What follows belongs to an exercise in optimizing a design on an open flow for small area, a short achievable clock period and few clock cycles; a production flow would make more cautious choices. The RTL was checked by simulation tests, not by an equivalence proof against the original design. Power figures rest on the tool's default switching activity, not on a simulated workload.

===== flow/config.mk =====
export PLATFORM = sky130hd
export DESIGN_NAME = l2Cache
export DESIGN_NICKNAME = l2Cache
export VERILOG_FILES = /design/flow/design.v
export SDC_FILE = /design/flow/constraint.sdc
export NUM_CORES = 4
export LEC_CHECK = 0
export ABC_CLOCK_PERIOD_IN_PS = 3000
export CAP_MARGIN = 20
export CORE_MARGIN = 2
export CORE_UTILIZATION = 55
export CTS_CLUSTER_DIAMETER = 100
export CTS_CLUSTER_SIZE = 30
export SETUP_SLACK_MARGIN = 3.2
export SLEW_MARGIN = 20

===== flow/run.sh =====
#!/bin/bash
# synth_recipe.tcl (not shown) runs the flow's synth.tcl, then flattens the netlist and writes it again
# the make line also repeats each setting of config.mk as NAME=value (left out here)
make -C /OpenROAD-flow-scripts/flow DESIGN_CONFIG=/design/flow/config.mk WORK_HOME=/design/flow/orfs CLKGATE_MAP_FILE= SYNTH_SCRIPT=/design/flow/synth_recipe.tcl finish

===== flow/constraint.sdc =====
create_clock -name core_clock -period 6.0 [get_ports {clk}]
set_input_delay 1.2000 -clock core_clock [delete_from_list [all_inputs] [get_ports {clk}]]
set_output_delay 1.2000 -clock core_clock [all_outputs]
set_load 0.01 [all_outputs]

===== flow/design.v =====
`default_nettype none
package l2CachePkg;
  localparam int AddrWidth   = 32;
  localparam int ByteSelBits = 6;    
  localparam int IndexBits   = 4;
  localparam int NumSets     = 2 ** IndexBits;
  localparam int NumWays     = 4;
  localparam int NumLines    = NumSets * NumWays;
  localparam int TagBits     = AddrWidth - IndexBits - ByteSelBits;
  localparam logic [1:0] StM = 2'd0, StE = 2'd1, StS = 2'd2, StI = 2'd3;
  localparam logic [1:0] BusNone = 2'd0, BusRead = 2'd1, BusRfo = 2'd2, BusInval = 2'd3;
  localparam logic [1:0] SnMiss = 2'd0, SnHit = 2'd1, SnHitM = 2'd2;
  localparam int OrderBits = 6;
endpackage
`default_nettype wire
`timescale 1ns/1ps
`default_nettype none
module tagStore (
  input  logic                                  clk,
  input  logic                                  clr,       
  input  logic [l2CachePkg::IndexBits-1:0]      rdIdx,
  input  logic [l2CachePkg::IndexBits-1:0]      wrIdx,
  input  logic                                  wrEn,
  input  logic [l2CachePkg::NumWays-1:0]        wrLine,    
  input  logic                                  wrOrderEn,
  input  logic [l2CachePkg::TagBits-1:0]        wrTag,
  input  logic [1:0]                            wrState,
  input  logic [l2CachePkg::OrderBits-1:0]      wrOrder,
  output logic [l2CachePkg::NumWays-1:0][l2CachePkg::TagBits-1:0] rdTag,
  output logic [l2CachePkg::NumWays-1:0][1:0]   rdState,
  output logic [l2CachePkg::OrderBits-1:0]      rdOrder
);
  localparam int NumSets = l2CachePkg::NumSets;
  localparam int NumWays = l2CachePkg::NumWays;
  logic [NumSets-1:0][NumWays-1:0][l2CachePkg::TagBits-1:0] tagQ;
  logic [NumSets-1:0][NumWays-1:0][1:0]                     stateQ;
  logic [NumSets-1:0][l2CachePkg::OrderBits-1:0]            orderQ;
  for (genvar s = 0; s < NumSets; s++) begin : g_set
    logic                              setWr;
    logic [l2CachePkg::OrderBits-1:0]  order;
    assign setWr = wrEn && (wrIdx == s);
    for (genvar w = 0; w < NumWays; w++) begin : g_way
      logic [l2CachePkg::TagBits-1:0] tag;
      logic [1:0]                     state;
      always_ff @(posedge clk) begin
        if (setWr && wrLine[w]) tag <= wrTag;
      end
      always_ff @(posedge clk) begin
        if (clr)                     state <= l2CachePkg::StI;
        else if (setWr && wrLine[w]) state <= wrState;
      end
      assign tagQ[s][w]   = tag;
      assign stateQ[s][w] = state;
    end
    always_ff @(posedge clk) begin
      if (clr)                     order <= '0;    
      else if (setWr && wrOrderEn) order <= wrOrder;
    end
    assign orderQ[s] = order;
  end
  assign rdTag   = tagQ[rdIdx];
  assign rdState = stateQ[rdIdx];
  assign rdOrder = orderQ[rdIdx];
endmodule
`default_nettype wire
`timescale 1ns/1ps
`default_nettype none
module wayLookup (
  input  logic [l2CachePkg::NumWays-1:0][l2CachePkg::TagBits-1:0] lineTag,
  input  logic [l2CachePkg::NumWays-1:0][1:0]   lineState,
  input  logic [l2CachePkg::OrderBits-1:0]      order,
  input  logic [l2CachePkg::TagBits-1:0]        reqTag,
  input  logic                                  noLookup,   
  output logic [l2CachePkg::NumWays-1:0]        match,      
  output logic [1:0]                            victimWay
);
  logic [l2CachePkg::NumWays-1:0] free;
  logic [l2CachePkg::NumWays-1:0] oldest;    
  always_comb begin
    for (int w = 0; w < l2CachePkg::NumWays; w++) begin
      free[w]  = (lineState[w] == l2CachePkg::StI);
      match[w] = !free[w] && (lineTag[w] == reqTag) && !noLookup;
    end
  end
  assign oldest[0] =  order[0] &&  order[1] &&  order[2];
  assign oldest[1] = !order[0] &&  order[3] &&  order[4];
  assign oldest[2] = !order[1] && !order[3] &&  order[5];
  assign oldest[3] = !order[2] && !order[4] && !order[5];
  always_comb begin
    if      (free[0]) victimWay = 2'd0;
    else if (free[1]) victimWay = 2'd1;
    else if (free[2]) victimWay = 2'd2;
    else if (free[3]) victimWay = 2'd3;
    else              victimWay = {oldest[2] | oldest[3], oldest[1] | oldest[3]};
  end
endmodule
`default_nettype wire
`timescale 1ns/1ps
`default_nettype none
module mesiPolicy (
  input  logic                                 clk,
  input  logic [l2CachePkg::NumWays-1:0]       lkMatch,    
  input  logic [l2CachePkg::NumWays-1:0][1:0]  lkState,
  input  logic [1:0]                           lkVictim,
  input  logic [2:0]                           op,
  input  logic [1:0]                           snoopIn,
  output logic [8:0]                           resp,       
  output logic [l2CachePkg::NumWays-1:0]       useLine     
);
  localparam logic [1:0] StM = l2CachePkg::StM, StE = l2CachePkg::StE;
  localparam logic [1:0] StS = l2CachePkg::StS, StI = l2CachePkg::StI;
  function automatic logic [5:0] onHit(input logic [2:0] code, input logic [1:0] st);
    logic m;
    m = (st == StM);
    case (code)
      3'd1:    onHit = {StM, m ? l2CachePkg::BusNone : l2CachePkg::BusInval, l2CachePkg::SnMiss};
      3'd4:    onHit = {StS, l2CachePkg::BusNone, m ? l2CachePkg::SnHitM : l2CachePkg::SnHit};
      3'd3:    onHit = {StI, l2CachePkg::BusNone, m ? l2CachePkg::SnHitM : l2CachePkg::SnMiss};
      3'd6:    onHit = {StI, l2CachePkg::BusNone, m ? l2CachePkg::SnHitM : l2CachePkg::SnHit};
      default: onHit = {st,  l2CachePkg::BusNone, l2CachePkg::SnMiss};    
    endcase
  endfunction
  logic [l2CachePkg::NumWays-1:0][5:0] lkHitResp;
  logic [5:0]                          lkMissResp;
  always_comb begin
    for (int w = 0; w < l2CachePkg::NumWays; w++) lkHitResp[w] = onHit(op, lkState[w]);
    case (op)
      3'd0, 3'd2: lkMissResp = {(snoopIn == l2CachePkg::SnMiss) ? StE : StS, l2CachePkg::BusRead, l2CachePkg::SnMiss};
      3'd1:       lkMissResp = {StM, l2CachePkg::BusRfo, l2CachePkg::SnMiss};
      default:    lkMissResp = {StI, l2CachePkg::BusNone, l2CachePkg::SnMiss};    
    endcase
  end
  logic [l2CachePkg::NumWays-1:0]      match;
  logic [l2CachePkg::NumWays-1:0][5:0] hitResp;
  logic [5:0]                          missResp;
  logic [1:0]                          victimWay;
  always_ff @(posedge clk) begin
    match     <= lkMatch;
    hitResp   <= lkHitResp;
    missResp  <= lkMissResp;
    victimWay <= lkVictim;
  end
  logic       hit;
  logic [5:0] pick;
  always_comb begin
    hit  = |match;
    pick = {6{!hit}} & missResp;
    for (int w = 0; w < l2CachePkg::NumWays; w++) pick = pick | ({6{match[w]}} & hitResp[w]);
  end
  always_comb begin
    for (int w = 0; w < l2CachePkg::NumWays; w++) useLine[w] = match[w] || (!hit && victimWay == w);
  end
  assign resp = {hit,
                 {match[2] | match[3], match[1] | match[3]} | ({2{!hit}} & victimWay),
                 pick};
endmodule
`default_nettype wire
`timescale 1ns/1ps
`default_nettype none
module statCounters (
  input  logic         clk,
  input  logic         rst,
  input  logic         countEn,    
  input  logic         isWrite,
  input  logic         hit,
  input  logic [1:0]   countSel,
  output logic [31:0]  countData
);
  logic [31:0] hitCnt;
  logic [31:0] missCnt;
  logic [31:0] readCnt;
  logic [31:0] writeCnt;
  always_ff @(posedge clk) begin
    if (rst) begin
      hitCnt   <= '0;
      missCnt  <= '0;
      readCnt  <= '0;
      writeCnt <= '0;
    end else if (countEn) begin
      if (hit) hitCnt <= hitCnt + 1'b1;
      else     missCnt <= missCnt + 1'b1;
      if (isWrite) writeCnt <= writeCnt + 1'b1;
      else         readCnt <= readCnt + 1'b1;
    end
  end
  always_ff @(posedge clk) begin
    case (countSel)
      2'd0:    countData <= hitCnt;
      2'd1:    countData <= missCnt;
      2'd2:    countData <= readCnt;
      default: countData <= writeCnt;
    endcase
  end
endmodule
`default_nettype wire
`timescale 1ns/1ps
`default_nettype none
module apbCmdPort (
  input  logic         clk,
  input  logic         rst,
  input  logic         psel,
  input  logic         penable,
  input  logic         pwrite,
  input  logic [31:0]  pwdata,
  output logic         pready,
  output logic         pslverr,
  output logic         respValid,    
  output logic         opL1,         
  output logic         opL1Write,
  output logic         opSnoop,
  output logic         opClear
);
  logic       setup;
  logic [2:0] code;
  assign setup = psel && !penable;
  assign code  = pwdata[4:2];
  always_ff @(posedge clk) begin
    if (rst) begin
      pready    <= 1'b0;
      respValid <= 1'b0;
    end else begin
      pready    <= setup;              
      respValid <= setup && pwrite;
    end
  end
  always_ff @(posedge clk) begin
    pslverr   <= pwrite && (code == 3'd5);    
    opL1      <= (code == 3'd0) || (code == 3'd1) || (code == 3'd2);
    opL1Write <= (code == 3'd1);
    opSnoop   <= (code == 3'd3) || (code == 3'd4) || (code == 3'd6);
    opClear   <= (code == 3'd7);
  end
endmodule
`default_nettype wire
`timescale 1ns/1ps
`default_nettype none
module l2Cache (
  input  logic         clk,
  input  logic         rst,
  input  logic         psel,
  input  logic         penable,
  input  logic         pwrite,
  input  logic [31:0]  paddr,
  input  logic [31:0]  pwdata,
  output logic         pready,
  output logic [31:0]  prdata,
  output logic         pslverr,
  output logic [8:0]   resp,
  output logic         respValid
);
  localparam int NumWays = l2CachePkg::NumWays;
  localparam int TagBits = l2CachePkg::TagBits;
  localparam int OrderBits = l2CachePkg::OrderBits;
  logic [TagBits-1:0] reqTag;
  logic [3:0]         reqIndex;
  assign reqTag   = paddr[31:10];
  assign reqIndex = paddr[9:6];
  logic opL1, opL1Write, opSnoop, opClear;
  apbCmdPort i_apbCmdPort (
    .clk       (clk),
    .rst       (rst),
    .psel      (psel),
    .penable   (penable),
    .pwrite    (pwrite),
    .pwdata    (pwdata),
    .pready    (pready),
    .pslverr   (pslverr),
    .respValid (respValid),
    .opL1      (opL1),
    .opL1Write (opL1Write),
    .opSnoop   (opSnoop),
    .opClear   (opClear)
  );
  logic [NumWays-1:0][TagBits-1:0] rdTag;
  logic [NumWays-1:0][1:0]         rdState;
  logic [OrderBits-1:0]            rdOrder;
  logic [NumWays-1:0]              lkMatch;
  logic [1:0]                      lkVictim;
  wayLookup i_wayLookup (
    .lineTag   (rdTag),
    .lineState (rdState),
    .order     (rdOrder),
    .reqTag    (reqTag),
    .noLookup  (pwdata[4:2] == 3'd7),
    .match     (lkMatch),
    .victimWay (lkVictim)
  );
  mesiPolicy i_mesiPolicy (
    .clk      (clk),
    .lkMatch  (lkMatch),
    .lkState  (rdState),
    .lkVictim (lkVictim),
    .op       (pwdata[4:2]),
    .snoopIn  (pwdata[1:0]),
    .resp     (resp),
    .useLine  (useLine)
  );
  logic [OrderBits-1:0] order;
  always_ff @(posedge clk) begin
    order <= rdOrder;
  end
  logic               hit;
  logic [NumWays-1:0] useLine;
  logic [1:0]         newState;
  logic [NumWays-1:0] wrLine;
  logic [OrderBits-1:0] newOrder;
  assign hit      = resp[8];
  assign newState = resp[5:4];
  always_comb begin
    for (int w = 0; w < NumWays; w++) begin
      wrLine[w] = (opL1 || (opSnoop && hit)) && useLine[w];
    end
  end
  assign newOrder[0] = !useLine[0] && (useLine[1] || order[0]);    
  assign newOrder[1] = !useLine[0] && (useLine[2] || order[1]);    
  assign newOrder[2] = !useLine[0] && (useLine[3] || order[2]);    
  assign newOrder[3] = !useLine[1] && (useLine[2] || order[3]);    
  assign newOrder[4] = !useLine[1] && (useLine[3] || order[4]);    
  assign newOrder[5] = !useLine[2] && (useLine[3] || order[5]);    
  tagStore i_tagStore (
    .clk       (clk),
    .clr       (rst || (respValid && opClear)),
    .rdIdx     (reqIndex),
    .wrIdx     (reqIndex),
    .wrEn      (respValid),
    .wrLine    (wrLine),
    .wrOrderEn (opL1),
    .wrTag     (reqTag),
    .wrState   (newState),
    .wrOrder   (newOrder),
    .rdTag     (rdTag),
    .rdState   (rdState),
    .rdOrder   (rdOrder)
  );
  statCounters i_statCounters (
    .clk       (clk),
    .rst       (rst),
    .countEn   (respValid && opL1),
    .isWrite   (opL1Write),
    .hit       (hit),
    .countSel  (paddr[3:2]),
    .countData (prdata)
  );
endmodule
`default_nettype wire

==> flow_summary.html, run 1 <==
<table>
<tr><th>Metric</th><th>Value</th></tr>
<tr><th colspan="2">Run status</th></tr>
<tr><td>Result of the run</td><td>no timing/DRC/antenna violations</td></tr>
<tr><th colspan="2">STA</th></tr>
<tr><td>Setup TNS</td><td>0 ps</td></tr>
<tr><td>Unrepaired setup endpoints after global routing</td><td>yes</td></tr>
<tr><td>Final Hold Fails</td><td>0</td></tr>
<tr><td>Worst-case hold slack</td><td>464 ps</td></tr>
<tr><td>Worst setup skew after layout</td><td>34.2 ps</td></tr>
<tr><td>Final period utilization</td><td>55.4%</td></tr>
<tr><td>Max-slew violation count</td><td>0</td></tr>
<tr><td>Minimum period implied by the final worst setup slack</td><td>3320 ps</td></tr>
<tr><td>Slew @ Worst Pin</td><td>1040 ps</td></tr>
<tr><td>Tightest slew margin relative to the limit</td><td>30.6%</td></tr>
<tr><td>Final setup violation count</td><td>0</td></tr>
<tr><td>Fmax</td><td>301 MHz</td></tr>
<tr><th colspan="2">Cells and area</th></tr>
<tr><td>Fraction of final layout cells sized beyond drive strength 1</td><td>25.4%</td></tr>
<tr><td>Number of fill cells</td><td>9516</td></tr>
<tr><td>Diodes inserted</td><td>0</td></tr>
<tr><td>Area of the multi-input gates</td><td>22500 um2</td></tr>
<tr><td>Count of nets after finishing</td><td>4779</td></tr>
<tr><td>Area grow syn2layout</td><td>14.5%</td></tr>
<tr><td>Area used by sequential logic in the layout</td><td>50800 um2</td></tr>
<tr><th colspan="2">Synth</th></tr>
<tr><td>Mapped Cells</td><td>4403</td></tr>
<tr><td>Count of flip-flops with a built-in enable after synthesis</td><td>1408</td></tr>
<tr><td>Synth Warn #</td><td>6</td></tr>
<tr><td>Synthesized area per cell</td><td>16.6 um2</td></tr>
<tr><td>Most frequently used flop master after synthesis</td><td>sky130_fd_sc_hd__edfxtp_1</td></tr>
<tr><td>Post-synthesis net count</td><td>4476</td></tr>
<tr><td>Register bit count reported by yosys</td><td>1834</td></tr>
<tr><td>Async S/R FF share, synth</td><td>0%</td></tr>
<tr><td>Post-synth cell types</td><td>73</td></tr>
<tr><td>Mapped cell area</td><td>73000 um2</td></tr>
<tr><td>Sequential element share of the synthesized area</td><td>69.6%</td></tr>
<tr><th colspan="2">Routing</th></tr>
<tr><td>Length of the first detailed-routing pass in iterations</td><td>5</td></tr>
<tr><td>First-iteration detailed-routing DRC count</td><td>5308</td></tr>
<tr><td>Total wire length after detailed routing</td><td>204 mm</td></tr>
<tr><td>Ratio of routed vias to standard cells</td><td>6.40</td></tr>
<tr><td>Number of vias after detailed routing</td><td>41700</td></tr>
<tr><td>DRT antenna net count</td><td>0</td></tr>
<tr><td>Total DRC errors in the routed layout</td><td>0</td></tr>
<tr><td>Routed length per placed instance</td><td>31.3 um</td></tr>
<tr><th colspan="2">Placement</th></tr>
<tr><td>Total of buffers placed on input and output ports</td><td>81</td></tr>
<tr><td>Post-detail-place hpwl</td><td>111 mm</td></tr>
<tr><td>Final weighted congestion of routability-driven global placement</td><td>0.796</td></tr>
<tr><th colspan="2">Run</th></tr>
<tr><td>Number of max-cap violations</td><td>0</td></tr>
<tr><th colspan="2">Power</th></tr>
<tr><td>Largest vdd supply drop</td><td>0.250 mV</td></tr>
<tr><td>Power density relative to cell area</td><td>255 nW/um2</td></tr>
<tr><td>Power share of the sequential group</td><td>64.1%</td></tr>
<tr><td>Internal power contribution</td><td>0.0166 W</td></tr>
<tr><td>Share of power burned in combinational logic</td><td>6.6%</td></tr>
<tr><td>Share of total power consumed by net switching</td><td>22.0%</td></tr>
<tr><td>Switch Pwr</td><td>0.00467 W</td></tr>
<tr><td>Clock share of power</td><td>29.2%</td></tr>
<tr><td>Overall power after layout</td><td>0.0213 W</td></tr>
<tr><td>Leakage</td><td>26.7 nW</td></tr>
<tr><th colspan="2">Global routing</th></tr>
<tr><td>Sum of overflow across all layers after global routing</td><td>0</td></tr>
<tr><td>Number of antenna violations at the first check in global routing</td><td>7</td></tr>
<tr><td>Vias in the first global route</td><td>40100</td></tr>
<tr><td>Largest net degree at the start of global routing</td><td>129</td></tr>
<tr><td>First-pass GRT wire length</td><td>290 mm</td></tr>
<tr><td>All-Layer GR Usage</td><td>29.9%</td></tr>
<tr><th colspan="2">Worst setup path</th></tr>
<tr><td>Most common cell type on the critical path</td><td>sky130_fd_sc_hd__buf_6</td></tr>
<tr><td>Crit Path Class</td><td>register to output port</td></tr>
<tr><td>Cell class contributing the biggest share of worst-path delay</td><td>simple AND/OR/NAND/NOR gates</td></tr>
<tr><td>Number of buffer and inverter instances along the worst setup path</td><td>3</td></tr>
<tr><td>Biggest fanout along the worst timing path</td><td>4</td></tr>
<tr><td>Required time worst endpoint</td><td>4800 ps</td></tr>
<tr><td>Slowest stage delay, CP</td><td>380 ps</td></tr>
<tr><td>Worst setup SP type</td><td>register</td></tr>
<tr><td>Series of cell instances along the critical path</td><td>buf_12, nor4_4, buf_6, and2_4, or3_4, buf_6</td></tr>
<tr><td>Worst setup EP type</td><td>output port</td></tr>
<tr><td>Endpoint arrival time on the critical path</td><td>2120 ps</td></tr>
<tr><td>Cell at the slowest stage of the critical path</td><td>sky130_fd_sc_hd__dfxtp_2</td></tr>
<tr><th colspan="2">Floorplan</th></tr>
<tr><td>Initial standard-cell utilization of the core</td><td>55.5%</td></tr>
<tr><td>Area of the core</td><td>132000 um2</td></tr>
<tr><td>Boundary Pins</td><td>113</td></tr>
<tr><td>Site row count</td><td>133</td></tr>
<tr><td>Die width</td><td>368 um</td></tr>
<tr><td>Die Footprint</td><td>136000 um2</td></tr>
<tr><td>Vertical die dimension</td><td>368 um</td></tr>
<tr><th colspan="2">Clocking</th></tr>
<tr><td>Num CTS Buffers</td><td>71</td></tr>
<tr><td>Clock root buffer</td><td>sky130_fd_sc_hd__clkbuf_16</td></tr>
<tr><td>Clk Latency, worst-skew pair</td><td>740 ps</td></tr>
<tr><td>Clock Sinks</td><td>1834</td></tr>
<tr><td>Clock-pin slew reported for the worst setup and hold paths after clock tree synthesis</td><td>120 ps</td></tr>
<tr><td>Maximum level of the CTS H-tree</td><td>3</td></tr>
<tr><td>Number of buffers between clock root and the deepest sink</td><td>3</td></tr>
<tr><td>Total of hold buffers inserted after clock tree synthesis</td><td>0</td></tr>
<tr><td>CTS tree</td><td>yes</td></tr>
<tr><th colspan="2">Min path</th></tr>
<tr><td>Class of the tightest hold or removal check</td><td>register to register</td></tr>
</table>
[worst min-delay path, delay by kind of cell, from the launching register on]
kind / cells / cell delay, ps
compound gates: 1 / 50
flops: 1 / 320
simple gates: 1 / 50
[power by group through the flow]
stage	Combinational (W)	Sequential, W	Clock (W)
after floorplan	0.000797	0.0139	0
after global placement	0.00124	0.0139	0
after detailed placement	0.00124	0.0139	0
after CTS	0.00139	0.0136	0.00636
after global routing	0.00148	0.0137	0.00673
final	0.00141	0.0136	0.00622
[flip-flops by register name, indices dropped and copies added (netlist names), 2 cells and up]
name and flops:
i_statCounters.countData 32, i_mesiPolicy.hitResp 20, i_mesiPolicy.victimWay 2, i_tagStore.g_set.order 96, i_mesiPolicy.match 4, i_statCounters.writeCnt 32, i_mesiPolicy.missResp 4, i_statCounters.readCnt 32
i_statCounters.hitCnt 32, i_statCounters.missCnt 32, order 6, i_tagStore.g_set.g_way.state 128, i_tagStore.g_set.g_way.tag 1408
[layer usage]
metal / global-route usage (%) / vias up / share of wire, %
met5: 0 / - / 0.024
met4: 7.18 / 8 / 2.6
met3: 3.75 / 230 / 6.7
met2: 48.2 / 1582 / 48
met1: 43.9 / 22200 / 42
li1: - / 17700 / -
[metrics by stage]
stage / setup WS (ps) / instance area [um2] / std cells / util, %
2_1_floorplan: 2700 / 74400 / 4403 / -
3_3_place_gp: 1340 / 76600 / 6102 / 58.2
3_5_place_dp: 1280 / 76700 / 6103 / 58.2
4_1_cts: 2680 / 82300 / 6445 / 62.5
5_1_grt: 2640 / 83600 / 6514 / 63.5
6_report: 2680 / 83600 / 6514 / 63.5
[cell type report]
cell class                 count  area share (%)
inverter                      26           0.178
tap                         1755            2.63
clock buffer                 119            2.42
multi-input combinational   2307            26.9
sequential                  1834            60.8
clock inverter                 7           0.112
timing repair buffer         464            6.98
timing repair inverter         2          0.0239
[cell usage after synthesis, drive strengths merged (3+ instances only)]
library cell / count / area, um2
a22oi: 32 / 240
mux4: 462 / 10400
or2: 4 / 25.0
a21o: 8 / 60.1
and4: 14 / 123
o211ai: 3 / 22.5
and4b: 4 / 40.0
mux2: 5 / 56.3
buf: 124 / 746
nor4: 15 / 115
o2111ai: 3 / 26.3
and2: 15 / 93.8
nand2b: 6 / 37.5
a22o: 13 / 114
a211oi: 8 / 60.1
and3: 26 / 163
edfxtp: 1408 / 42300
o31ai: 5 / 37.5
a31oi: 6 / 37.5
or3: 21 / 131
a2111oi: 3 / 26.3
nand2: 274 / 1030
inv: 23 / 86.3
nand3: 162 / 811
a221oi: 18 / 195
clkinv: 3 / 11.3
xnor2: 106 / 928
dfxtp: 426 / 8530
xor2: 88 / 771
mux2i: 136 / 1360
a21oi: 130 / 651
nand3b: 3 / 22.5
o21ai: 152 / 761
nor3: 42 / 210
o221ai: 3 / 26.3
clkbuf: 153 / 576
o22ai: 6 / 37.5
nand4: 42 / 263
ha: 4 / 50.1
nor2b: 11 / 68.8
nor2: 405 / 1520
[cell families (layout without fill, tap and decap cells)]
| logic type | after synthesis | count (layout) | share of synthesized area, % |
|---|---|---|---|
| fa+ha+maj | 4 | 4 | 0.0685 |
| simple gates | 1050 | 1091 | 6.44 |
| flops | 1834 | 1834 | 69.6 |
| buf+inv | 303 | 618 | 1.94 |
| compound gates | 415 | 415 | 3.45 |
| mux | 603 | 603 | 16.2 |
| xor+xnor | 194 | 194 | 2.33 |
[path summary, 6_finish.rpt]
path                           startpoint                              endpoint  slack, ps  cells past startpoint
max                 i_mesiPolicy.match[2]                               resp[7]       2680                      6
min          i_tagStore.g_set[5].order[4]          i_tagStore.g_set[5].order[4]        460                      2
max reg2reg         i_mesiPolicy.match[1]  i_tagStore.g_set[2].g_way[1].tag[15]       3250                     10
min reg2reg  i_tagStore.g_set[5].order[4]          i_tagStore.g_set[5].order[4]        460                      2
[cell usage in the layout, fill, tap and decap left out, drive strengths merged, types with 27 or more instances in the layout]
master and count:
xor2 88, nand4 42, clkbuf 121, nor3 42, buf 407, a22oi 32
dfxtp 426, dlygate4sd2 34, nor2 446, inv 27, edfxtp 1408, mux4 462
nand3 162, mux2i 136, nand2 274, xnor2 106, o21ai 152, a21oi 130
[timing repair]
action / 4_1_cts / 5_1_grt
endpoints found under the setup margin: 1703 / 814
gates resized for setup: 278 / 91
buffers inserted: 164 / 58
gates cloned: 52 / 11
pin swaps: 101 / 72
Testbench counts, summed over its fixed seeds: cycles 24,000.
==> run 2, diff against run 1 <==
--- a/flow/design.v
+++ b/flow/design.v
@@ -35,6 +35,10 @@
   logic [NumSets-1:0][NumWays-1:0][l2CachePkg::TagBits-1:0] tagQ;
   logic [NumSets-1:0][NumWays-1:0][1:0]                     stateQ;
   logic [NumSets-1:0][l2CachePkg::OrderBits-1:0]            orderQ;
+  logic [1:0]                       stateD;
+  logic [l2CachePkg::OrderBits-1:0] orderD;
+  assign stateD = clr ? l2CachePkg::StI : wrState;
+  assign orderD = clr ? '0 : wrOrder;
   for (genvar s = 0; s < NumSets; s++) begin : g_set
     logic                              setWr;
     logic [l2CachePkg::OrderBits-1:0]  order;
@@ -46,15 +50,13 @@
         if (setWr && wrLine[w]) tag <= wrTag;
       end
       always_ff @(posedge clk) begin
-        if (clr)                     state <= l2CachePkg::StI;
-        else if (setWr && wrLine[w]) state <= wrState;
+        if (clr || (setWr && wrLine[w])) state <= stateD;
       end
       assign tagQ[s][w]   = tag;
       assign stateQ[s][w] = state;
     end
     always_ff @(posedge clk) begin
-      if (clr)                     order <= '0;    
-      else if (setWr && wrOrderEn) order <= wrOrder;
+      if (clr || (setWr && wrOrderEn)) order <= orderD;    
     end
     assign orderQ[s] = order;
   end
@@ -134,16 +136,16 @@
   logic [l2CachePkg::NumWays-1:0][5:0] hitResp;
   logic [5:0]                          missResp;
   logic [1:0]                          victimWay;
+  logic                                hit;
   always_ff @(posedge clk) begin
     match     <= lkMatch;
+    hit       <= |lkMatch;
     hitResp   <= lkHitResp;
     missResp  <= lkMissResp;
     victimWay <= lkVictim;
   end
-  logic       hit;
   logic [5:0] pick;
   always_comb begin
-    hit  = |match;
     pick = {6{!hit}} & missResp;
     for (int w = 0; w < l2CachePkg::NumWays; w++) pick = pick | ({6{match[w]}} & hitResp[w]);
   end
@@ -176,11 +178,11 @@
       missCnt  <= '0;
       readCnt  <= '0;
       writeCnt <= '0;
-    end else if (countEn) begin
-      if (hit) hitCnt <= hitCnt + 1'b1;
-      else     missCnt <= missCnt + 1'b1;
-      if (isWrite) writeCnt <= writeCnt + 1'b1;
-      else         readCnt <= readCnt + 1'b1;
+    end else begin
+      hitCnt   <= hitCnt   + {31'd0, countEn &&  hit};
+      missCnt  <= missCnt  + {31'd0, countEn && !hit};
+      writeCnt <= writeCnt + {31'd0, countEn &&  isWrite};
+      readCnt  <= readCnt  + {31'd0, countEn && !isWrite};
     end
   end
   always_ff @(posedge clk) begin
@@ -296,8 +298,10 @@
     .useLine  (useLine)
   );
   logic [OrderBits-1:0] order;
+  logic [3:0]           wrIndex;
   always_ff @(posedge clk) begin
-    order <= rdOrder;
+    order   <= rdOrder;
+    wrIndex <= reqIndex;
   end
   logic               hit;
   logic [NumWays-1:0] useLine;
@@ -321,7 +325,7 @@
     .clk       (clk),
     .clr       (rst || (respValid && opClear)),
     .rdIdx     (reqIndex),
-    .wrIdx     (reqIndex),
+    .wrIdx     (wrIndex),
     .wrEn      (respValid),
     .wrLine    (wrLine),
     .wrOrderEn (opL1),
--- a/flow/config.mk
+++ b/flow/config.mk
@@ -10,6 +10,6 @@
 export CORE_MARGIN = 2
 export CORE_UTILIZATION = 55
 export CTS_CLUSTER_DIAMETER = 100
-export CTS_CLUSTER_SIZE = 30
-export SETUP_SLACK_MARGIN = 3.2
+export CTS_CLUSTER_SIZE = 20
+export SETUP_SLACK_MARGIN = 3.0
 export SLEW_MARGIN = 20
==> run 2 against run 1 <==
Against the previous run: wire length shrank 11%; via count decreased by 12%; critical path depth rose by 7; clock skew decreased by 4.9 ps; largest cell class unchanged; largest power group unchanged; hold slack better by 43 ps.
==> flow_summary.html, run 2 <==
<table>
<tr><th>Metric</th><th>Value</th></tr>
<tr><th colspan="2">Run status</th></tr>
<tr><td>Result of the run</td><td>no timing/DRC/antenna violations</td></tr>
<tr><th colspan="2">Cells and area</th></tr>
<tr><td>Largest register by flop count</td><td>i_tagStore.g_set.g_way.tag</td></tr>
<tr><td>Count of nets after finishing</td><td>4032</td></tr>
<tr><td>Number of flip-flops under the largest register name</td><td>1408</td></tr>
<tr><td>Area grow syn2layout</td><td>11.9%</td></tr>
<tr><td>Final Core Density</td><td>61.9%</td></tr>
<tr><td>Fraction of final layout cells sized beyond drive strength 1</td><td>26.1%</td></tr>
<tr><td>Commonest non-fill, non-tap cells in the layout</td><td>sky130_fd_sc_hd__edfxtp_1 (1632), sky130_fd_sc_hd__mux4_2 (465), sky130_fd_sc_hd__dfxtp_1 (201), sky130_fd_sc_hd__buf_4 (193), sky130_fd_sc_hd__nor2_1 (150)</td></tr>
<tr><td>Most common cell after layout, fill and taps aside</td><td>sky130_fd_sc_hd__edfxtp_1</td></tr>
<tr><td>Regs by FF count</td><td>i_tagStore.g_set.g_way.tag (1408), i_tagStore.g_set.g_way.state (128), i_tagStore.g_set.order (96)</td></tr>
<tr><th colspan="2">Global routing</th></tr>
<tr><td>Number of antenna violations at the first check in global routing</td><td>6</td></tr>
<tr><td>Vias in the first global route</td><td>37600</td></tr>
<tr><td>First-pass GRT wire length</td><td>261 mm</td></tr>
<tr><td>Largest net degree at the start of global routing</td><td>85</td></tr>
<tr><td>Sum of overflow across all layers after global routing</td><td>0</td></tr>
<tr><td>All-Layer GR Usage</td><td>26.9%</td></tr>
<tr><th colspan="2">Routing</th></tr>
<tr><td>First-iteration detailed-routing DRC count</td><td>4391</td></tr>
<tr><td>Number of vias after detailed routing</td><td>36600</td></tr>
<tr><td>DRT antenna net count</td><td>0</td></tr>
<tr><td>Ratio of routed vias to standard cells</td><td>6.37</td></tr>
<tr><td>Total wire length after detailed routing</td><td>181 mm</td></tr>
<tr><td>Routed length per placed instance</td><td>31.5 um</td></tr>
<tr><td>Total DRC errors in the routed layout</td><td>0</td></tr>
<tr><td>Length of the first detailed-routing pass in iterations</td><td>6</td></tr>
<tr><th colspan="2">Run</th></tr>
<tr><td>Number of max-cap violations</td><td>0</td></tr>
<tr><th colspan="2">Power</th></tr>
<tr><td>Share of power burned in combinational logic</td><td>7.3%</td></tr>
<tr><td>Power share of the sequential group</td><td>61.9%</td></tr>
<tr><td>Share of total power consumed by net switching</td><td>21.6%</td></tr>
<tr><td>Internal power contribution</td><td>0.0179 W</td></tr>
<tr><td>Largest vdd supply drop</td><td>0.273 mV</td></tr>
<tr><td>Clock share of power</td><td>30.9%</td></tr>
<tr><td>Switch Pwr</td><td>0.00491 W</td></tr>
<tr><td>Leakage</td><td>25.7 nW</td></tr>
<tr><td>Power density relative to cell area</td><td>281 nW/um2</td></tr>
<tr><th colspan="2">Floorplan</th></tr>
<tr><td>Die width</td><td>367 um</td></tr>
<tr><td>Initial standard-cell utilization of the core</td><td>55.3%</td></tr>
<tr><td>Vertical die dimension</td><td>367 um</td></tr>
<tr><td>Boundary Pins</td><td>113</td></tr>
<tr><td>Area of the core</td><td>131000 um2</td></tr>
<tr><td>Die Footprint</td><td>135000 um2</td></tr>
<tr><td>Site row count</td><td>133</td></tr>
<tr><th colspan="2">Min path</th></tr>
<tr><td>Start point of the worst min-delay path</td><td>i_statCounters.writeCnt[17]</td></tr>
<tr><td>Worst hold path stage count</td><td>2</td></tr>
<tr><td>Class of the tightest hold or removal check</td><td>register to register</td></tr>
<tr><td>Capture endpoint of the worst hold path</td><td>i_statCounters.writeCnt[17]</td></tr>
<tr><th colspan="2">Placement</th></tr>
<tr><td>Total of buffers placed on input and output ports</td><td>81</td></tr>
<tr><td>Placement Setup Slack</td><td>776 ps</td></tr>
<tr><td>Post-detail-place hpwl</td><td>104 mm</td></tr>
<tr><td>Final weighted congestion of routability-driven global placement</td><td>0.805</td></tr>
<tr><th colspan="2">Synth</th></tr>
<tr><td>Post-synthesis net count</td><td>3782</td></tr>
<tr><td>Most frequently used flop master after synthesis</td><td>sky130_fd_sc_hd__edfxtp_1</td></tr>
<tr><td>Cell types occupying the most area after synthesis</td><td>sky130_fd_sc_hd__edfxtp_1 (68%), sky130_fd_sc_hd__mux4_2 (14%), sky130_fd_sc_hd__dfxtp_1 (5.7%)</td></tr>
<tr><td>Synthesized area per cell</td><td>19.6 um2</td></tr>
<tr><td>Cell accounting for the most synthesized area</td><td>sky130_fd_sc_hd__edfxtp_1</td></tr>
<tr><td>Mapped cell area</td><td>72500 um2</td></tr>
<tr><td>Async S/R FF share, synth</td><td>0%</td></tr>
<tr><td>Most common cell in the synthesized netlist</td><td>sky130_fd_sc_hd__edfxtp_1</td></tr>
<tr><td>Mapped Cells</td><td>3705</td></tr>
<tr><td>Post-synth cell types</td><td>67</td></tr>
<tr><td>Count of flip-flops with a built-in enable after synthesis</td><td>1632</td></tr>
<tr><td>Sequential element share of the synthesized area</td><td>73.3%</td></tr>
<tr><td>Most numerous cell types in the synthesized netlist</td><td>sky130_fd_sc_hd__edfxtp_1 (1632), sky130_fd_sc_hd__mux4_2 (465), sky130_fd_sc_hd__nor2_1 (217)</td></tr>
<tr><td>Register bit count reported by yosys</td><td>1839</td></tr>
<tr><td>Synth Warn #</td><td>6</td></tr>
<tr><td>Share of the synthesized area in the top cell type</td><td>67.6%</td></tr>
<tr><th colspan="2">Worst setup path</th></tr>
<tr><td>Biggest fanout along the worst timing path</td><td>8</td></tr>
<tr><td>Required time worst endpoint</td><td>6620 ps</td></tr>
<tr><td>Worst setup SP type</td><td>primary input</td></tr>
<tr><td>Most common cell type on the critical path</td><td>sky130_fd_sc_hd__buf_12</td></tr>
<tr><td>Endpoint arrival time on the critical path</td><td>4130 ps</td></tr>
<tr><td>Worst-case reg-to-reg path depth</td><td>5</td></tr>
<tr><td>Slowest stage delay, CP</td><td>540 ps</td></tr>
<tr><td>Worst flop-to-flop path endpoint</td><td>i_tagStore.g_set[2].g_way[1].tag[12]</td></tr>
<tr><td>Worst setup EP type</td><td>register</td></tr>
<tr><td>Critical register-to-register path startpoint</td><td>i_apbCmdPort.respValid</td></tr>
<tr><td>R2R Setup Slk</td><td>3030 ps</td></tr>
<tr><td>Cell at the slowest stage of the critical path</td><td>sky130_fd_sc_hd__mux4_2</td></tr>
<tr><td>Series of cell instances along the critical path</td><td>buf_16, buf_12, buf_12, buf_16, buf_12, mux4_2, mux4_2, xor2_4, nor4_4, o211ai_1, nor4_2, buf_4, or4_1</td></tr>
<tr><td>Crit Path Class</td><td>primary input to register</td></tr>
<tr><th colspan="2">Clocking</th></tr>
<tr><td>Maximum level of the CTS H-tree</td><td>3</td></tr>
<tr><td>Clock root buffer</td><td>sky130_fd_sc_hd__clkbuf_16</td></tr>
<tr><td>Clk Latency, worst-skew pair</td><td>740 ps</td></tr>
<tr><td>Num CTS Buffers</td><td>101</td></tr>
<tr><td>Total of hold buffers inserted after clock tree synthesis</td><td>0</td></tr>
<tr><td>Number of buffers between clock root and the deepest sink</td><td>3</td></tr>
<tr><td>CTS tree</td><td>yes</td></tr>
<tr><td>Clock-pin slew reported for the worst setup and hold paths after clock tree synthesis</td><td>90 ps</td></tr>
<tr><td>Clock Sinks</td><td>1839</td></tr>
<tr><th colspan="2">STA</th></tr>
<tr><td>Final setup violation count</td><td>0</td></tr>
<tr><td>Max-slew violation count</td><td>0</td></tr>
<tr><td>Tightest slew margin relative to the limit</td><td>23.7%</td></tr>
<tr><td>Final period utilization</td><td>58.5%</td></tr>
<tr><td>Setup TNS</td><td>0 ps</td></tr>
<tr><td>Unrepaired setup endpoints after global routing</td><td>yes</td></tr>
<tr><td>Final Hold Fails</td><td>0</td></tr>
<tr><td>Fmax</td><td>285 MHz</td></tr>
<tr><td>Worst setup skew after layout</td><td>29.4 ps</td></tr>
<tr><td>Slew @ Worst Pin</td><td>1140 ps</td></tr>
<tr><td>Final Worst Setup Slack</td><td>2490 ps</td></tr>
<tr><td>Minimum period implied by the final worst setup slack</td><td>3510 ps</td></tr>
</table>
[run 2: changes by cell type after synthesis, sizes merged, moves of 40 or more]
| cell | change |
|---|---|
| edfxtp | +224 |
| dfxtp | -219 |
| nor2 | -188 |
| nand2 | -187 |
| nand3 | -98 |
| a21oi | -89 |
| clkbuf | -71 |
| mux2i | -40 |
[run 2: critical path, delay by kind of cell]
family	cells	cell delay (ps)
AND/OR/NAND/NOR	3	630
multiplexers	2	1050
AO/OA/AOI/OAI	1	160
buffers and inverters	6	820
XOR/XNOR	1	220
[run 2: how the worst max path moves through the flow]
stage,startpoint,endpoint,slack [ps]
6_report,paddr[6],i_mesiPolicy.hit,2490
5_1_grt,paddr[9],i_mesiPolicy.hit,2420
4_1_cts,paddr[6],i_mesiPolicy.hit,2480
3_5_place_dp,paddr[6],i_mesiPolicy.hit,780
3_3_place_gp,paddr[6],i_mesiPolicy.hit,750
2_1_floorplan,paddr[6],i_mesiPolicy.hit,2410
[run 2: timing repair]
item,in CTS,in global routing
gates resized for setup,145,65
gates cloned,23,4
setup buffers,24,40
pin swaps,21,26
endpoints found under the setup margin,367,41
[run 2: power by group through the flow]
stage	clock network, W	logic [W]	registers, W
floorplan	0	0.000912	0.0144
global placement	0	0.00141	0.0144
detailed placement	0	0.00144	0.0144
CTS	0.00717	0.00159	0.0141
global route	0.00760	0.00175	0.0141
finish	0.00702	0.00166	0.0141
[run 2: per-stage QoR]
| stage | hold WS [ps] | total power (W) | instances | cell area (um2) |
|---|---|---|---|---|
| after floorplan | 463 | 0.0153 | 3705 | 72900 |
| after global placement | 479 | 0.0158 | 5514 | 76100 |
| after detailed placement | 494 | 0.0158 | 5515 | 76100 |
| after CTS | 507 | 0.0228 | 5697 | 80300 |
| after global routing | 539 | 0.0234 | 5743 | 81100 |
| final | 507 | 0.0228 | 5743 | 81100 |
[run 2: cells by family after synthesis]
kind of cell	synth area share (%)
xor gates and xnor gates	3.03
and+or+nand+nor	3.62
AOI/OAI and AO/OA	2.25
buffers and inverters	1.75
muxes	15.9
adders and majority gates	0.138
DFF	73.3
[run 2: routing by layer]
metal	share of wire, %	global-route usage, %	wire length (um)
met3	6.6	3.37	11900
met5	0	0	0
met4	2.4	6.67	4300
met1	41	38.4	75100
met2	50	44.8	89800
[run 2: cell type report]
class                      count  area, um2
sequential                  1839      53200
fill                        9346      50000
multi-input combinational   1635      18900
timing repair buffer         352       4040
clock buffer                 130       2680
tap                         1755       2200
inverter                      26        104
clock inverter                 5       43.8
antenna                        1       2.50
Testbench counts of run 2, summed over its fixed seeds: cycles 24,000.
==> run 3, diff against run 2 <==
--- a/flow/design.v
+++ b/flow/design.v
@@ -60,9 +60,20 @@
     end
     assign orderQ[s] = order;
   end
-  assign rdTag   = tagQ[rdIdx];
-  assign rdState = stateQ[rdIdx];
-  assign rdOrder = orderQ[rdIdx];
+  logic [NumSets-1:0] rdSel;
+  always_comb begin
+    for (int s = 0; s < NumSets; s++) rdSel[s] = (rdIdx == s);
+  end
+  always_comb begin
+    rdTag   = '0;
+    rdState = '0;
+    rdOrder = '0;
+    for (int s = 0; s < NumSets; s++) begin
+      rdTag   = rdTag   | ({$bits(rdTag){rdSel[s]}}   & tagQ[s]);
+      rdState = rdState | ({$bits(rdState){rdSel[s]}} & stateQ[s]);
+      rdOrder = rdOrder | ({$bits(rdOrder){rdSel[s]}} & orderQ[s]);
+    end
+  end
 endmodule
 `default_nettype wire
 `timescale 1ns/1ps
==> run 3 against run 2 <==
Against the previous run: synthesized area shrank 1.8%; non-clock buffer count grew 185; fmax is essentially flat; highest routed layer is now met5; utilization grew 2.0 points; hold slack lost 9.9 ps; first-iteration DRC count grew 79%; final cell count grew 15%; power grew 2.8%; sequential cell count is the same; critical endpoint unchanged; critical path type unchanged; wire length grew 46%; combinational power grew 23%.
==> flow_summary.html, run 3 <==
<table>
<tr><th>Metric</th><th>Value</th></tr>
<tr><th colspan="2">Clocking</th></tr>
<tr><td>Num CTS Buffers</td><td>101</td></tr>
<tr><td>Maximum level of the CTS H-tree</td><td>3</td></tr>
<tr><td>Number of buffers between clock root and the deepest sink</td><td>3</td></tr>
<tr><td>Clock Sinks</td><td>1839</td></tr>
<tr><td>Clock-pin slew reported for the worst setup and hold paths after clock tree synthesis</td><td>90 ps</td></tr>
<tr><td>Clock root buffer</td><td>sky130_fd_sc_hd__clkbuf_16</td></tr>
<tr><td>Total of hold buffers inserted after clock tree synthesis</td><td>0</td></tr>
<tr><td>CTS tree</td><td>yes</td></tr>
<tr><td>Clk Latency, worst-skew pair</td><td>770 ps</td></tr>
<tr><th colspan="2">Worst setup path</th></tr>
<tr><td>Cell at the slowest stage of the critical path</td><td>sky130_fd_sc_hd__or4_4</td></tr>
<tr><td>Worst setup SP type</td><td>primary input</td></tr>
<tr><td>Required time worst endpoint</td><td>6690 ps</td></tr>
<tr><td>Critical register-to-register path startpoint</td><td>wrIndex[0]</td></tr>
<tr><td>Endpoint arrival time on the critical path</td><td>4210 ps</td></tr>
<tr><td>Worst flop-to-flop path endpoint</td><td>i_tagStore.g_set[7].g_way[0].tag[7]</td></tr>
<tr><td>Worst setup EP type</td><td>register</td></tr>
<tr><td>Crit Path Class</td><td>primary input to register</td></tr>
<tr><td>Critical Path Stages</td><td>12</td></tr>
<tr><td>Series of cell instances along the critical path</td><td>buf_8, nor2b_2, buf_4, a22oi_1, o22ai_1, or4_4, xor2_4, nor4_4, nand4_1, nor4_2, buf_4, or4_1</td></tr>
<tr><td>Cell class contributing the biggest share of worst-path delay</td><td>simple AND/OR/NAND/NOR gates</td></tr>
<tr><td>R2R Setup Slk</td><td>2900 ps</td></tr>
<tr><td>Worst-case reg-to-reg path depth</td><td>4</td></tr>
<tr><td>Slowest stage delay, CP</td><td>600 ps</td></tr>
<tr><td>Number of buffer and inverter instances along the worst setup path</td><td>3</td></tr>
<tr><td>Biggest fanout along the worst timing path</td><td>31</td></tr>
<tr><td>Most common cell type on the critical path</td><td>sky130_fd_sc_hd__buf_4</td></tr>
<tr><th colspan="2">Placement</th></tr>
<tr><td>Cell area after placement</td><td>75500 um2</td></tr>
<tr><td>Post-detail-place hpwl</td><td>152 mm</td></tr>
<tr><td>Total of buffers placed on input and output ports</td><td>81</td></tr>
<tr><td>Final weighted congestion of routability-driven global placement</td><td>0.909</td></tr>
<tr><th colspan="2">Synth</th></tr>
<tr><td>Synth Warn #</td><td>6</td></tr>
<tr><td>Mapped cell area</td><td>71200 um2</td></tr>
<tr><td>Post-synthesis net count</td><td>4517</td></tr>
<tr><td>Cell types occupying the most area after synthesis</td><td>sky130_fd_sc_hd__edfxtp_1 (69%), sky130_fd_sc_hd__dfxtp_1 (5.8%), sky130_fd_sc_hd__a22oi_1 (4.2%)</td></tr>
<tr><td>Share of the synthesized area in the top cell type</td><td>68.9%</td></tr>
<tr><td>Post-synth cell types</td><td>82</td></tr>
<tr><td>Most numerous cell types in the synthesized netlist</td><td>sky130_fd_sc_hd__edfxtp_1 (1632), sky130_fd_sc_hd__a22oi_1 (394), sky130_fd_sc_hd__nor2_1 (272)</td></tr>
<tr><td>Async S/R FF share, synth</td><td>0%</td></tr>
<tr><td>Synthesized area per cell</td><td>16.0 um2</td></tr>
<tr><td>Register bit count reported by yosys</td><td>1839</td></tr>
<tr><td>Sequential element share of the synthesized area</td><td>74.7%</td></tr>
<tr><td>Mapped Cells</td><td>4440</td></tr>
<tr><td>Most common cell in the synthesized netlist</td><td>sky130_fd_sc_hd__edfxtp_1</td></tr>
<tr><td>Cell accounting for the most synthesized area</td><td>sky130_fd_sc_hd__edfxtp_1</td></tr>
<tr><td>Count of flip-flops with a built-in enable after synthesis</td><td>1632</td></tr>
<tr><td>Most frequently used flop master after synthesis</td><td>sky130_fd_sc_hd__edfxtp_1</td></tr>
<tr><th colspan="2">Cells and area</th></tr>
<tr><td>Count of nets after finishing</td><td>4892</td></tr>
<tr><td>Most common cell after layout, fill and taps aside</td><td>sky130_fd_sc_hd__edfxtp_1</td></tr>
<tr><td>Final standard cell area without fillers</td><td>81700 um2</td></tr>
<tr><td>Commonest non-fill, non-tap cells in the layout</td><td>sky130_fd_sc_hd__edfxtp_1 (1632), sky130_fd_sc_hd__a22oi_1 (380), sky130_fd_sc_hd__buf_4 (341), sky130_fd_sc_hd__dfxtp_1 (200), sky130_fd_sc_hd__nor2_1 (193)</td></tr>
<tr><td>Regs by FF count</td><td>i_tagStore.g_set.g_way.tag (1408), i_tagStore.g_set.g_way.state (128), i_tagStore.g_set.order (96)</td></tr>
<tr><td>Area grow syn2layout</td><td>14.9%</td></tr>
<tr><td>Largest register by flop count</td><td>i_tagStore.g_set.g_way.tag</td></tr>
<tr><td>Number of flip-flops under the largest register name</td><td>1408</td></tr>
<tr><td>Fraction of final layout cells sized beyond drive strength 1</td><td>20.9%</td></tr>
<tr><th colspan="2">Global routing</th></tr>
<tr><td>Largest net degree at the start of global routing</td><td>73</td></tr>
<tr><td>All-Layer GR Usage</td><td>39.7%</td></tr>
<tr><td>Vias in the first global route</td><td>42900</td></tr>
<tr><td>Sum of overflow across all layers after global routing</td><td>0</td></tr>
<tr><td>First-pass GRT wire length</td><td>356 mm</td></tr>
<tr><td>Number of antenna violations at the first check in global routing</td><td>26</td></tr>
<tr><th colspan="2">Min path</th></tr>
<tr><td>Worst hold path stage count</td><td>2</td></tr>
<tr><td>Start point of the worst min-delay path</td><td>i_statCounters.hitCnt[31]</td></tr>
<tr><td>Capture endpoint of the worst hold path</td><td>i_statCounters.hitCnt[31]</td></tr>
<tr><td>Class of the tightest hold or removal check</td><td>register to register</td></tr>
<tr><th colspan="2">Floorplan</th></tr>
<tr><td>Die width</td><td>364 um</td></tr>
<tr><td>Die Footprint</td><td>132000 um2</td></tr>
<tr><td>Site row count</td><td>131</td></tr>
<tr><td>Initial standard-cell utilization of the core</td><td>55.6%</td></tr>
<tr><td>Vertical die dimension</td><td>364 um</td></tr>
<tr><td>Boundary Pins</td><td>113</td></tr>
<tr><td>Area of the core</td><td>128000 um2</td></tr>
<tr><th colspan="2">STA</th></tr>
<tr><td>Worst setup skew after layout</td><td>30.2 ps</td></tr>
<tr><td>Unrepaired setup endpoints after global routing</td><td>yes</td></tr>
<tr><td>Tightest slew margin relative to the limit</td><td>14.6%</td></tr>
<tr><td>Final Hold Fails</td><td>0</td></tr>
<tr><td>Max-slew violation count</td><td>0</td></tr>
<tr><td>Minimum period implied by the final worst setup slack</td><td>3510 ps</td></tr>
<tr><td>Final period utilization</td><td>58.5%</td></tr>
<tr><td>Fmax</td><td>285 MHz</td></tr>
<tr><td>Setup TNS</td><td>0 ps</td></tr>
<tr><td>Final setup violation count</td><td>0</td></tr>
<tr><td>Slew @ Worst Pin</td><td>1280 ps</td></tr>
<tr><th colspan="2">Routing</th></tr>
<tr><td>Routed length per placed instance</td><td>40.2 um</td></tr>
<tr><td>Ratio of routed vias to standard cells</td><td>7.08</td></tr>
<tr><td>Total DRC errors in the routed layout</td><td>0</td></tr>
<tr><td>Total wire length after detailed routing</td><td>265 mm</td></tr>
<tr><td>Number of vias after detailed routing</td><td>46700</td></tr>
<tr><td>DRT antenna net count</td><td>0</td></tr>
<tr><td>Length of the first detailed-routing pass in iterations</td><td>6</td></tr>
<tr><td>First-iteration detailed-routing DRC count</td><td>7858</td></tr>
<tr><th colspan="2">Run</th></tr>
<tr><td>Number of max-cap violations</td><td>0</td></tr>
<tr><th colspan="2">Power</th></tr>
<tr><td>Leakage</td><td>26.4 nW</td></tr>
<tr><td>Largest vdd supply drop</td><td>0.299 mV</td></tr>
<tr><td>Overall power after layout</td><td>0.0234 W</td></tr>
<tr><td>Power density relative to cell area</td><td>286 nW/um2</td></tr>
<tr><th colspan="2">Run status</th></tr>
<tr><td>Result of the run</td><td>no timing/DRC/antenna violations</td></tr>
</table>
==> run 3: cell count changes after synthesis, moves of 58 or more <==
cell and change:
sky130_fd_sc_hd__xnor2_1 -67, sky130_fd_sc_hd__a22o_1 +76, sky130_fd_sc_hd__a22oi_1 +380, sky130_fd_sc_hd__mux4_2 -424, sky130_fd_sc_hd__mux2_2 +70, sky130_fd_sc_hd__o22ai_1 +58, sky130_fd_sc_hd__nand2_1 +88
==> run 3: logic make-up (layout without fill, tap and decap cells) <==
| family | count (synthesis) | count (layout) | share of synthesized area (%) |
|---|---|---|---|
| compound gates | 1029 | 1030 | 10.6 |
| simple gates | 860 | 863 | 6.12 |
| xor+xnor | 183 | 183 | 2.25 |
| other cells | 0 | 16 | 0 |
| buf+inv | 292 | 695 | 2.13 |
| mux | 229 | 229 | 4.09 |
| flops | 1839 | 1839 | 74.7 |
| fa+ha+maj | 8 | 8 | 0.141 |
==> run 3: through the flow <==
| stage | setup WS [ps] | instances | utilization [%] | hold WS, ps |
|---|---|---|---|---|
| after floorplan | 2460 | 4440 | - | 455 |
| after global placement | 801 | 6289 | 59.0 | 481 |
| after detailed placement | 815 | 6289 | 59.0 | 492 |
| after CTS | 2630 | 6535 | 63.2 | 504 |
| after global routing | 2510 | 6582 | 63.8 | 525 |
| final | 2490 | 6592 | 63.9 | 498 |
==> run 3: report_power, final <==
group / internal (W) / total (W) / leakage (nW) / switching [W]
clock network: 0.00318 / 0.00721 / 1.34 / 0.00404
logic: 0.000637 / 0.00205 / 8.72 / 0.00141
registers: 0.0141 / 0.0141 / 16.3 / 0.0000474
total: 0.0179 / 0.0234 / 26.4 / 0.00550
==> run 3: how the worst max path moves through the flow <==
stage,slack [ps],end,from
6_report,2490,i_mesiPolicy.hit,paddr[7]
5_1_grt,2510,i_mesiPolicy.hit,paddr[8]
3_3_place_gp,800,i_mesiPolicy.hit,paddr[9]
4_1_cts,2630,i_mesiPolicy.hit,paddr[8]
2_1_floorplan,2460,i_mesiPolicy.hit,paddr[8]
3_5_place_dp,810,i_mesiPolicy.hit,paddr[9]
==> run 3: final cells by class <==
| class | count | area (um2) |
|---|---|---|
| Antenna cell | 16 | 40.0 |
| Tap cell | 1729 | 2160 |
| Clock inverter | 3 | 37.5 |
| Sequential cell | 1839 | 53200 |
| Clock buffer | 132 | 2730 |
| Multi-Input combinational cell | 2313 | 18000 |
| Fill cell | 9230 | 46300 |
| Inverter | 23 | 97.6 |
| Timing Repair Buffer | 537 | 5480 |
==> run 3: timing repair <==
action	in CTS	in global routing
setup buffers	89	36
endpoints found under the setup margin	319	49
gates cloned	22	4
gates resized for setup	316	86
pin swaps	76	44
==> run 3: per-layer routing <==
metal  vias up  wire length (um)  GRT usage, %
met5         -               237             0
met4        28             17800          20.8
met3       822             37200          11.2
met2      3701            118000          60.3
met1     23700             92100          52.4
li1      18500                 -             -
==> run 3: worst min-delay path, cell delays in order (launching register included) <==
cell and delay [ps]:
sky130_fd_sc_hd__dfxtp_1 330, sky130_fd_sc_hd__o21ai_0 70, sky130_fd_sc_hd__a21oi_1 60
Testbench counts of run 3, summed over its fixed seeds: cycles 24,000.
==> run 4, diff against run 3 <==
--- a/flow/design.v
+++ b/flow/design.v
@@ -60,20 +60,9 @@
     end
     assign orderQ[s] = order;
   end
-  logic [NumSets-1:0] rdSel;
-  always_comb begin
-    for (int s = 0; s < NumSets; s++) rdSel[s] = (rdIdx == s);
-  end
-  always_comb begin
-    rdTag   = '0;
-    rdState = '0;
-    rdOrder = '0;
-    for (int s = 0; s < NumSets; s++) begin
-      rdTag   = rdTag   | ({$bits(rdTag){rdSel[s]}}   & tagQ[s]);
-      rdState = rdState | ({$bits(rdState){rdSel[s]}} & stateQ[s]);
-      rdOrder = rdOrder | ({$bits(rdOrder){rdSel[s]}} & orderQ[s]);
-    end
-  end
+  assign rdTag   = tagQ[rdIdx];
+  assign rdState = stateQ[rdIdx];
+  assign rdOrder = orderQ[rdIdx];
 endmodule
 `default_nettype wire
 `timescale 1ns/1ps
@@ -183,6 +172,7 @@
   logic [31:0] missCnt;
   logic [31:0] readCnt;
   logic [31:0] writeCnt;
+  logic [3:0]  sel;
   always_ff @(posedge clk) begin
     if (rst) begin
       hitCnt   <= '0;
@@ -197,13 +187,10 @@
     end
   end
   always_ff @(posedge clk) begin
-    case (countSel)
-      2'd0:    countData <= hitCnt;
-      2'd1:    countData <= missCnt;
-      2'd2:    countData <= readCnt;
-      default: countData <= writeCnt;
-    endcase
+    for (int i = 0; i < 4; i++) sel[i] <= (countSel == i);
   end
+  assign countData = ({32{sel[0]}} & hitCnt)  | ({32{sel[1]}} & missCnt) |
+                     ({32{sel[2]}} & readCnt) | ({32{sel[3]}} & writeCnt);
 endmodule
 `default_nettype wire
 `timescale 1ns/1ps
==> flow/config.mk (replaced) <==
export PLATFORM = sky130hd
export DESIGN_NAME = l2Cache
export DESIGN_NICKNAME = l2Cache
export VERILOG_FILES = /design/flow/design.v
export SDC_FILE = /design/flow/constraint.sdc
export NUM_CORES = 4
export LEC_CHECK = 0
export CAP_MARGIN = 20
export CORE_MARGIN = 2
export CORE_UTILIZATION = 55
export CTS_BUF_LIST = sky130_fd_sc_hd__clkbuf_8
export CTS_CLUSTER_DIAMETER = 100
export CTS_CLUSTER_SIZE = 14
export SETUP_SLACK_MARGIN = 3.0
export SLEW_MARGIN = 20
export TNS_END_PERCENT = 5
==> run 4 against run 3 <==
Against the previous run: final cell count decreased by 11%; setup slack improved by 280 ps; first-iteration DRC count decreased by 47%; combinational power decreased by 27%; critical path depth decreased by 3; sequential power about the same; highest routed layer unchanged.
==> flow_summary.html, run 4 <==
<table>
<tr><th>Metric</th><th>Value</th></tr>
<tr><th colspan="2">Power</th></tr>
<tr><td>Power density relative to cell area</td><td>274 nW/um2</td></tr>
<tr><td>Leakage</td><td>25.2 nW</td></tr>
<tr><td>Largest vdd supply drop</td><td>0.235 mV</td></tr>
<tr><th colspan="2">Floorplan</th></tr>
<tr><td>Site row count</td><td>132</td></tr>
<tr><td>Die Footprint</td><td>134000 um2</td></tr>
<tr><td>Vertical die dimension</td><td>366 um</td></tr>
<tr><td>Area of the core</td><td>130000 um2</td></tr>
<tr><td>Die width</td><td>366 um</td></tr>
<tr><td>Boundary Pins</td><td>113</td></tr>
<tr><td>Initial standard-cell utilization of the core</td><td>55.5%</td></tr>
<tr><th colspan="2">Synth</th></tr>
<tr><td>Most common cell in the synthesized netlist</td><td>sky130_fd_sc_hd__edfxtp_1</td></tr>
<tr><td>Count of flip-flops with a built-in enable after synthesis</td><td>1632</td></tr>
<tr><td>Cell accounting for the most synthesized area</td><td>sky130_fd_sc_hd__edfxtp_1</td></tr>
<tr><td>Cell types occupying the most area after synthesis</td><td>sky130_fd_sc_hd__edfxtp_1 (68%), sky130_fd_sc_hd__mux4_2 (12%), sky130_fd_sc_hd__dfxtp_1 (5.0%)</td></tr>
<tr><td>Most frequently used flop master after synthesis</td><td>sky130_fd_sc_hd__edfxtp_1</td></tr>
<tr><td>Mapped Cells</td><td>3866</td></tr>
<tr><td>Synthesized area per cell</td><td>18.7 um2</td></tr>
<tr><td>Synth Warn #</td><td>6</td></tr>
<tr><td>Post-synthesis net count</td><td>3943</td></tr>
<tr><td>Async S/R FF share, synth</td><td>0%</td></tr>
<tr><td>Sequential element share of the synthesized area</td><td>72.9%</td></tr>
<tr><td>Share of the synthesized area in the top cell type</td><td>68.0%</td></tr>
<tr><td>Post-synth cell types</td><td>70</td></tr>
<tr><td>Register bit count reported by yosys</td><td>1811</td></tr>
<tr><td>Mapped cell area</td><td>72100 um2</td></tr>
<tr><td>Most numerous cell types in the synthesized netlist</td><td>sky130_fd_sc_hd__edfxtp_1 (1632), sky130_fd_sc_hd__mux4_2 (395), sky130_fd_sc_hd__nor2_1 (227)</td></tr>
<tr><th colspan="2">Clocking</th></tr>
<tr><td>CTS tree</td><td>yes</td></tr>
<tr><td>Number of buffers between clock root and the deepest sink</td><td>3</td></tr>
<tr><td>Total of hold buffers inserted after clock tree synthesis</td><td>0</td></tr>
<tr><td>Clock-pin slew reported for the worst setup and hold paths after clock tree synthesis</td><td>90 ps</td></tr>
<tr><td>Clock Sinks</td><td>1811</td></tr>
<tr><td>Maximum level of the CTS H-tree</td><td>4</td></tr>
<tr><td>Clock root buffer</td><td>sky130_fd_sc_hd__clkbuf_8</td></tr>
<tr><td>Num CTS Buffers</td><td>147</td></tr>
<tr><td>Clk Latency, worst-skew pair</td><td>930 ps</td></tr>
<tr><th colspan="2">Placement</th></tr>
<tr><td>Final weighted congestion of routability-driven global placement</td><td>0.824</td></tr>
<tr><td>Cell area after placement</td><td>75400 um2</td></tr>
<tr><td>Placement Setup Slack</td><td>770 ps</td></tr>
<tr><td>Total of buffers placed on input and output ports</td><td>81</td></tr>
<tr><td>Post-detail-place hpwl</td><td>104 mm</td></tr>
<tr><th colspan="2">Global routing</th></tr>
<tr><td>Vias in the first global route</td><td>38200</td></tr>
<tr><td>First-pass GRT wire length</td><td>260 mm</td></tr>
<tr><td>Sum of overflow across all layers after global routing</td><td>0</td></tr>
<tr><td>Largest net degree at the start of global routing</td><td>69</td></tr>
<tr><td>Number of antenna violations at the first check in global routing</td><td>16</td></tr>
<tr><td>All-Layer GR Usage</td><td>27.0%</td></tr>
<tr><th colspan="2">Cells and area</th></tr>
<tr><td>Number of flip-flops under the largest register name</td><td>1408</td></tr>
<tr><td>Area grow syn2layout</td><td>9.16%</td></tr>
<tr><td>Largest register by flop count</td><td>i_tagStore.g_set.g_way.tag</td></tr>
<tr><td>Most common cell after layout, fill and taps aside</td><td>sky130_fd_sc_hd__edfxtp_1</td></tr>
<tr><td>Commonest non-fill, non-tap cells in the layout</td><td>sky130_fd_sc_hd__edfxtp_1 (1632), sky130_fd_sc_hd__mux4_2 (395), sky130_fd_sc_hd__buf_4 (178), sky130_fd_sc_hd__mux2i_1 (177), sky130_fd_sc_hd__dfxtp_1 (169)</td></tr>
<tr><td>Fraction of final layout cells sized beyond drive strength 1</td><td>23.4%</td></tr>
<tr><td>Count of nets after finishing</td><td>4159</td></tr>
<tr><td>Regs by FF count</td><td>i_tagStore.g_set.g_way.tag (1408), i_tagStore.g_set.g_way.state (128), i_tagStore.g_set.order (96)</td></tr>
<tr><td>Final standard cell area without fillers</td><td>78700 um2</td></tr>
<tr><th colspan="2">STA</th></tr>
<tr><td>Setup TNS</td><td>0 ps</td></tr>
<tr><td>Max-slew violation count</td><td>0</td></tr>
<tr><td>Worst setup skew after layout</td><td>47.5 ps</td></tr>
<tr><td>Final Hold Fails</td><td>0</td></tr>
<tr><td>Final setup violation count</td><td>0</td></tr>
<tr><td>Minimum period implied by the final worst setup slack</td><td>3230 ps</td></tr>
<tr><td>Final period utilization</td><td>53.8%</td></tr>
<tr><td>Fmax</td><td>310 MHz</td></tr>
<tr><td>Unrepaired setup endpoints after global routing</td><td>yes</td></tr>
<tr><td>Tightest slew margin relative to the limit</td><td>20.6%</td></tr>
<tr><td>Slew @ Worst Pin</td><td>1180 ps</td></tr>
<tr><td>Final Worst Setup Slack</td><td>2770 ps</td></tr>
<tr><th colspan="2">Routing</th></tr>
<tr><td>DRT antenna net count</td><td>0</td></tr>
<tr><td>Number of vias after detailed routing</td><td>37200</td></tr>
<tr><td>Routed length per placed instance</td><td>30.6 um</td></tr>
<tr><td>Length of the first detailed-routing pass in iterations</td><td>6</td></tr>
<tr><td>Total DRC errors in the routed layout</td><td>0</td></tr>
<tr><td>Total wire length after detailed routing</td><td>180 mm</td></tr>
<tr><td>First-iteration detailed-routing DRC count</td><td>4203</td></tr>
<tr><td>Ratio of routed vias to standard cells</td><td>6.33</td></tr>
<tr><th colspan="2">Worst setup path</th></tr>
<tr><td>Worst setup EP type</td><td>register</td></tr>
<tr><td>Biggest fanout along the worst timing path</td><td>16</td></tr>
<tr><td>Required time worst endpoint</td><td>6770 ps</td></tr>
<tr><td>Endpoint arrival time on the critical path</td><td>4000 ps</td></tr>
<tr><td>Worst setup SP type</td><td>primary input</td></tr>
<tr><td>Crit Path Class</td><td>primary input to register</td></tr>
<tr><th colspan="2">Run status</th></tr>
<tr><td>Result of the run</td><td>no timing/DRC/antenna violations</td></tr>
<tr><th colspan="2">Min path</th></tr>
<tr><td>Class of the tightest hold or removal check</td><td>register to register</td></tr>
<tr><th colspan="2">Run</th></tr>
<tr><td>Number of max-cap violations</td><td>0</td></tr>
</table>
[run 4: cell types whose count changed in the layout (fill, tap and decap cells not counted), sizes merged, moves of 54 or more]
cell | before | now
mux2 | 87 | 0
xnor2 | 72 | 127
buf | 469 | 235
a22oi | 394 | 93
mux2i | 101 | 178
o22ai | 62 | 8
mux4 | 41 | 395
a22o | 84 | 3
[run 4: per-layer routing]
metal	GRT usage (%)	wire length, um	vias to the layer above
met5	0	63	-
met4	8.00	5070	10
met3	5.31	14000	294
met2	44.8	88400	1405
met1	36.7	72300	19800
li1	-	-	15800
[run 4: path summary, 6_finish.rpt]
kind | from | end | slack, ps | cells after the start
worst max-delay path | paddr[6] | i_mesiPolicy.hit | 2770 | 9
worst min-delay path | i_statCounters.missCnt[10] | i_statCounters.missCnt[10] | 510 | 2
worst max register to register | i_apbCmdPort.respValid | i_statCounters.writeCnt[28] | 2930 | 12
worst min register to register | i_statCounters.missCnt[10] | i_statCounters.missCnt[10] | 510 | 2
[run 4: final cells by class]
class	instances	area, um2
clock inverter	49	238
fill	9403	51100
sequential	1811	52600
inverter	23	108
tap	1742	2180
multi-input combinational	1810	18700
antenna	3	7.51
timing repair buffer	289	2780
clock buffer	151	2080
[run 4: critical path, stage by stage]
cell	delay, ps
sky130_fd_sc_hd__bufbuf_16	350
sky130_fd_sc_hd__buf_4	270
sky130_fd_sc_hd__mux4_2	540
sky130_fd_sc_hd__xor2_1	190
sky130_fd_sc_hd__nor4_1	80
sky130_fd_sc_hd__a41oi_1	400
sky130_fd_sc_hd__o31ai_1	150
sky130_fd_sc_hd__and4bb_4	290
sky130_fd_sc_hd__or4_1	470
[run 4: timing repair]
| action | in CTS | in global routing |
|---|---|---|
| cloned | 8 | 1 |
| pin swaps | 25 | 6 |
| gates resized for setup | 189 | 32 |
| buffers inserted | 14 | 1 |
| setup endpoints to repair | 168 | 68 |
[run 4: power by group]
| group | switching [W] | internal [W] | total (W) |
|---|---|---|---|
| Sequential | 0.0000385 | 0.0139 | 0.0139 |
| Combinational | 0.000915 | 0.000571 | 0.00149 |
| Clock | 0.00387 | 0.00231 | 0.00619 |
[run 4: logic make-up (layout without fill, tap and decap cells)]
kind of cell | Yosys count | after routing | synth area share, %
compound gates | 366 | 366 | 3.27
xor+xnor | 243 | 243 | 2.95
fa+ha+maj | 8 | 8 | 0.139
buf+inv | 245 | 512 | 1.88
flops | 1811 | 1811 | 72.9
mux | 573 | 573 | 14.8
other cells | 0 | 3 | 0
simple gates | 620 | 620 | 4.01
[run 4: metrics by stage]
step                power, W  hold slack, ps  cells  util, %
floorplan             0.0151             467   3866        -
global placement      0.0155             483   5650     58.1
detailed placement    0.0156             497   5650     58.1
CTS                   0.0217             511   5872     60.5
global route          0.0223             549   5877     60.6
finish                0.0216             511   5878     60.6
Testbench counts of run 4, summed over its fixed seeds: cycles 24,000.

==> port drivers added, routing unchanged <==
No port has a modelled driver above. Below, the same layouts with a new extraction and two added sets of constraints.
Step 1 sets driving cells, clkbuf_16 on the clock port and buf_2 on the other inputs (assumed; they add their load-dependent delay and slew).
Step 2, shift: input delay + t, output delay - t, t = (earliest + latest rising clock arrival at the registers) / 2. This alone moves slack from input paths to output paths.
Slacks: ideal ports / drivers / drivers and shift; pairs: ideal ports / drivers.
| run | t (ns) | slack for setup (ns) |
|---|---|---|
| run 1 | 0.797 | 2.677 / 2.595 / 1.800 |
| run 2 | 0.800 | 2.487 / 2.300 / 1.500 |
| run 3 | 0.826 | 2.487 / 2.262 / 1.436 |
| run 4 | 0.978 | 2.770 / 2.553 / 1.575 |
After both steps every run listed still meets setup and hold.
